This is an optimization exercise on Yosys and OpenROAD, whose aim is small area, a short achievable clock period and few clock cycles per item, not a production implementation. In this exercise RTL edits were held to simulation tests only and were not proved equivalent to the original. Power figures rest on the tool's default switching activity, not on a simulated workload.

==> flow/design.v (outline; a module is shown in full before it is edited, if it fits) <==
// module addsub_pg: 21 lines
// module addsub_node: 7 lines
// module addsub_gnode: 6 lines
// module addsub_sum: 14 lines
// module wide_addsub_seq: 1447 lines
module wide_addsub_seq #(
  parameter int WIDTH = 514,
  parameter int LIMB  = 64
) (
  input  logic             clk,
  input  logic             resetn,
  input  logic             start,
  input  logic             subtract,
  input  logic [WIDTH-1:0] in_a,
  input  logic [WIDTH-1:0] in_b,
  output logic [WIDTH:0]   result,
  output logic             busy,
  output logic             done
);
  // ...
==> flow/run.sh <==
#!/bin/bash
# synth_recipe.tcl (not shown) runs the flow's synth.tcl, then flattens the netlist and writes it again
# the make line also repeats each setting of config.mk as NAME=value (left out here)
make -C /OpenROAD-flow-scripts/flow DESIGN_CONFIG=/design/flow/config.mk WORK_HOME=/design/flow/orfs CLKGATE_MAP_FILE= SYNTH_SCRIPT=/design/flow/synth_recipe.tcl finish
==> flow/config.mk <==
export PLATFORM = sky130hd
export DESIGN_NAME = wide_addsub_seq
export DESIGN_NICKNAME = wide_addsub_seq
export VERILOG_FILES = /design/flow/design.v
export SDC_FILE = /design/flow/constraint.sdc
export NUM_CORES = 4
export LEC_CHECK = 0
export CAP_MARGIN = 20
export CORE_AREA = 5 5 435 435
export DIE_AREA = 0 0 440 440
export SLEW_MARGIN = 20
export SYNTH_HIERARCHICAL = 1
export SYNTH_MINIMUM_KEEP_SIZE = 0
==> flow/constraint.sdc <==
create_clock -name core_clock -period 4.5 [get_ports {clk}]
set_input_delay 0.9000 -clock core_clock [delete_from_list [all_inputs] [get_ports {clk}]]
set_output_delay 0.9000 -clock core_clock [all_outputs]
set_load 0.01 [all_outputs]
==> results.ini, run 1 <==
[sta]
worst_pin_slew_ns=0.7685
setup_repair_after_global_routing_missed_its_margin=no
timing.final.setup_violations=0
final_critical_path_setup_slack_ns=0.1323

[cells_and_area]
final_antenna_diode_count=65
non_clock_buffer_area_share=0.3320
final-clk-cell-share=0.03156
largest_registers_ranked_by_flip_flop_count=r_res x515, r_done x1
layout_commonest_cell=sky130_fd_sc_hd__clkdlybuf4s50_1
layoutNonFillerInstCount=9571
num-nets-final=8529
multi_input_comb_area_sq_mm=0.02974
drive_gt1_frac=0.2103
area.share.sequential=0.2034

[critical_path]
crit_path_end=r_res[291]
timing.critical_path.cells=buf_12 > buf_12 > buf_12 > buf_4 > xor2_1 > ha_1 > a21o_1 > a31o_1 > a21o_1 > a21o_1 > a21o_1 > a21o_1 > a21o_1 > a21o_4 > buf_12 > a21o_1 > a21oi_1 > xnor2_1
cp.depth=18

[placed_design]
placement.setup.worst_slack_ns=-0.9008
placed_cell_area_sq_mm=0.07356

[routing]
route.detailed.vias_per_inst=4.712
detailroute.via_count=45100

[cts]
cts-root-buf=sky130_fd_sc_hd__clkbuf_16

[global_route]
grt_first_pass_wirelength_mm=364.9

[pwr]
power.static_leakage_nw=36.19
p_per_area_mw_per_mm2=356.4
power.sequential.fraction=0.286
netSwitchingPower_mw=9.757

[status]
outcome=finished clean

Testbench counts, summed over its fixed seeds: cycles 520, items 512.
==> inputs of run 2 (changes only) <==
==> flow/flow/run.sh (new file) <==
#!/bin/bash
# Layout flow: the standard ORFS flow (standard.sh, unchanged synthesis)
# with two settings changed for the place step:
#  - ports are buffered with buf_1 instead of the flow's default pick
#    (a clkdlybuf4s50_1 delay cell, slower and 2.7x larger);
#  - pins may sit on adjacent routing tracks, so that all 1549 pins fit on
#    the edge of a smaller die.
# The full output of the ORFS make run goes to flow_make.log here; each ORFS
# step also keeps its own log under orfs/logs/.
set -euo pipefail
export BUFFER_PORTS_ARGS="-buffer_cell sky130_fd_sc_hd__buf_1"
export PLACE_PINS_ARGS="-min_distance 1 -min_distance_in_tracks"
bash standard.sh finish > flow_make.log 2>&1
==> flow/standard.sh (new file) <==
#!/bin/bash
# synth_recipe.tcl (not shown) runs the flow's synth.tcl, then flattens the netlist and writes it again
# the make line also repeats each setting of config.mk as NAME=value (left out here)
make -C /OpenROAD-flow-scripts/flow DESIGN_CONFIG=/design/flow/config.mk WORK_HOME=/design/flow/orfs CLKGATE_MAP_FILE= SYNTH_SCRIPT=/design/flow/synth_recipe.tcl "${@:-finish}"
--- a/flow/config.mk
+++ b/flow/config.mk
@@ -8,4 +8,4 @@
 export CAP_MARGIN = 20
-export CORE_AREA = 5 5 435 435
-export DIE_AREA = 0 0 440 440
+export CORE_AREA = 5 5 335 335
+export DIE_AREA = 0 0 340 340
 export SLEW_MARGIN = 20
removed: flow/run.sh
==> results.ini, run 2 <==
[status]
outcome=finished clean  ; unchanged

[floorplan]
initial_utilization=0.4255  ; was 0.2517
pin_count=1549  ; unchanged
core_sq_mm=0.1086  ; was 0.1835 sq mm
die_width_um=340  ; was 440 um
die-area_sq_mm=0.1156  ; was 0.1936 sq mm
die-height_um=340  ; was 440 um
rows=121  ; was 157

[cts]
tritoncts=yes  ; unchanged
cts-buffers-inserted=71  ; was 73
ctsHtreeMaxLevel=3  ; unchanged
worst_setup_hold_path_clk_slew_ns=0.06  ; about the same
cts-root-buf=sky130_fd_sc_hd__clkbuf_16  ; unchanged
clock_sinks=516  ; unchanged
clk_path_buf_depth=3  ; unchanged

[placed_design]
routability_congestion_estimate=1.078  ; was 1.054
dp_hpwl_mm=163.9  ; was 244.0 mm
placement.setup.worst_slack_ns=-0.3884  ; was -0.9008 ns
placement.io_buffers=1547  ; unchanged

[global_route]
globalRoute.busiestLayer=met2  ; unchanged
total_overflow_reported_by_the_global_router=0  ; unchanged
first_global_vias=43950  ; was 45,390
largest_net_degree_at_the_start_of_global_routing=101  ; was 106
grt_first_pass_wirelength_mm=276.3  ; was 364.9 mm
met1_usage=0.3282  ; was 0.3418
grt_antenna_before_repair=135  ; was 164
global_route_met3_usage=0.1133  ; was 0.09185
grtUsageMet2=0.4887  ; was 0.4291
grt_util_overall=0.3199  ; was 0.2722

[critical_path]
worst-endpoint-arrival_ns=4.59  ; was 4.82 ns
worst-setup-path-type=input pin to register  ; unchanged
required_ns=4.86  ; was 4.95 ns
timing.critical_path.buf_inv=4  ; was 5
cp.depth=17  ; was 18
crit_path_end=r_res[389]  ; was r_res[291]
timing.critical_path.cells=clkbuf_4 > buf_12 > buf_4 > xor2_1 > ha_1 > a21o_1 > a31o_1 > a21o_1 > a21o_1 > a21o_2 > a21o_4 > a21o_4 > a21o_4 > buf_12 > a21o_1 > a21oi_1 > xnor2_1  ; was buf_12 > buf_12 > buf_12 > buf_4 > xor2_1 > ha_1 > a21o_1 > a31o_1 > a21o_1 > a21o_1 > a21o_1 > a21o_1 > a21o_1 > a21o_4 > buf_12 > a21o_1 > a21oi_1 > xnor2_1
crit_start=subtract  ; unchanged
critical_path.top_delay_family=compound AO/OA/AOI/OAI gates  ; unchanged
cpMostUsedCell=sky130_fd_sc_hd__a21o_1  ; unchanged
cp_max_fo=40  ; was 26
end_kind=register  ; unchanged
start_kind=input pin  ; unchanged
critical-path-max-stage-delay_ns=0.29  ; was 0.34 ns
cpMaxStageDelayCell=sky130_fd_sc_hd__buf_4  ; was sky130_fd_sc_hd__ha_1

[routing]
route.final.wire_length_mm=195.6  ; was 277.8 mm
wire_per_inst_um=23.35  ; was 29.03 um
drt_pre_antenna_iters=5  ; unchanged
drc=0  ; unchanged
drt-initial-drc-count=2622  ; was 3,109
antenna_left=0  ; unchanged
route.detailed.vias_per_inst=5.207  ; was 4.712
detailroute.via_count=43620  ; was 45,100

[sta]
timing.max_slew.rel_slack=0.6070  ; was 0.4861
worst_pin_slew_ns=0.5894  ; was 0.7685 ns
post-route-period-util=0.9413  ; was 0.9706
slew_viol_final=0  ; unchanged
post-route-min-period_ns=4.236  ; was 4.368 ns
setup_repair_after_global_routing_missed_its_margin=no  ; unchanged
finalHoldViolations=0  ; unchanged
timing.final.setup_violations=0  ; unchanged
final_critical_path_setup_slack_ns=0.2641  ; was 0.1323 ns
achievable-frequency_ghz=0.2361  ; was 0.2290 GHz

[pwr]
p_per_area_mw_per_mm2=369.8  ; was 356.4 mW/mm^2
power.static_leakage_nw=30.91  ; was 36.19 nW
irDropWorstVdd_mv=0.2415  ; was 0.2872 mV
totalPowerFinal_mw=23.50  ; was 27.14 mW

[cells_and_area]
num-nets-final=8341  ; was 8,529
area_growth_syn_to_layout_pct=37.59  ; was 64.91%
final_core_util=0.5854  ; was 0.4152
layout.cells.most_common_list=sky130_fd_sc_hd__buf_1, sky130_fd_sc_hd__buf_4, sky130_fd_sc_hd__a21o_1  ; was sky130_fd_sc_hd__clkdlybuf4s50_1, sky130_fd_sc_hd__buf_4, sky130_fd_sc_hd__a21o_1
layout_commonest_cell=sky130_fd_sc_hd__buf_1  ; was sky130_fd_sc_hd__clkdlybuf4s50_1
largest_registers_ranked_by_flip_flop_count=r_res x515, r_done x1  ; unchanged
drive_gt1_frac=0.1882  ; was 0.2103
largest_register_ffs=515  ; unchanged
regMostFlops=r_res  ; unchanged
final.fill_count=9774  ; was 17,800

[logic_synthesis]
syn-instance-count=4253  ; unchanged
synthesis_warning_total=12  ; unchanged
syn_area_per_cell_sq_um=10.86  ; unchanged
post_synth_instance_area_sq_mm=0.04619  ; unchanged

[worst_hold_path]
class_of_the_worst_hold_path=input pin to async pin  ; unchanged

[flow_run]
max-cap-violations=0  ; unchanged

-- run 2: worst min-delay path by stage --
stage	endpoint	slack, ns
3_5_place_dp	r_done	0.66
3_3_place_gp	r_done	0.66
5_1_grt	r_done	0.57
6_report	r_done	0.57
2_1_floorplan	r_done	0.60
4_1_cts	r_done	0.52
-- run 2: through the flow --
step | hold WS [ns] | std cells | TNS [ns] | area, sq um
2_1_floorplan | 0.6044 | 4257 | 0 | 46230
4_1_cts | 0.5164 | 8263 | 0 | 63260
3_5_place_dp | 0.6648 | 8135 | -90.93 | 61010
3_3_place_gp | 0.6632 | 8135 | -79.57 | 61010
5_1_grt | 0.5723 | 8348 | 0 | 63480
6_report | 0.5693 | 8377 | 0 | 63550
-- run 2: cell type report --
cell class                      count  area [sq um]  share of cell area
Timing Repair Buffer             2598         14020              0.2206
Clock buffer                       87          1922             0.03024
Clock inverter                     40         322.8            0.005080
Inverter                            2         7.507           0.0001181
Multi-Input combinational cell   3606         29730              0.4679
Tap cell                         1414          1769             0.02784
Antenna cell                      114         285.3            0.004489
Sequential cell                   516         15490              0.2437
-- run 2: timing repair --
| action | in CTS | in global routing |
|---|---|---|
| hold endpoints to repair | 1 | 0 |
| gates resized for setup | 0 | 0 |
| hold buffers | 1 | 0 |
| buffers inserted | 0 | 0 |
-- run 2: layer usage --
metal	share of wire	routed length [um]
met1	0.35	68310
met2	0.43	84960
met3	0.091	17730
met4	0.12	24230
met5	0.0019	363
-- run 2: report_power, final --
group | switching (mW) | internal, mW
clock | 2.30 | 3.31
sequential | 0.447 | 6.86
combinational | 5.71 | 4.87
total | 8.46 | 15.0

-- re-timing with driven ports --
In the flow no input, the clock included, has a driving cell. The finished layouts below were timed again as built, in two steps.
Step 1, drivers: a clkbuf_16 drives clk and a buf_2 each remaining input, both assumed.
Step 2 adds t to the input delays and takes it off the output delays; t is the mean of the earliest and latest rising clock arrival at the registers after step 1. Input paths then give back, and output paths get back, about the clock's delay inside the block.
Slacks: ideal / step 1 / step 2; pairs: ideal / step 1.
| run | t, ns | setup slack, ns | worst setup path after step 2 | slew at the worst register clock pin (ns) |
|---|---|---|---|---|
| run 1 | 0.780 | 0.132 / 0.144 / -0.637 | input to register | 0.06 / 0.06 |
| run 2 | 0.693 | 0.264 / 0.303 / -0.390 | input to register | 0.06 / 0.06 |
Met with ideal ports but missed after step 2: setup timing in run 1 and run 2. For run 1, which loses most, drivers alone change the setup slack by +0.012 ns; drivers and shift together by -0.769 ns.
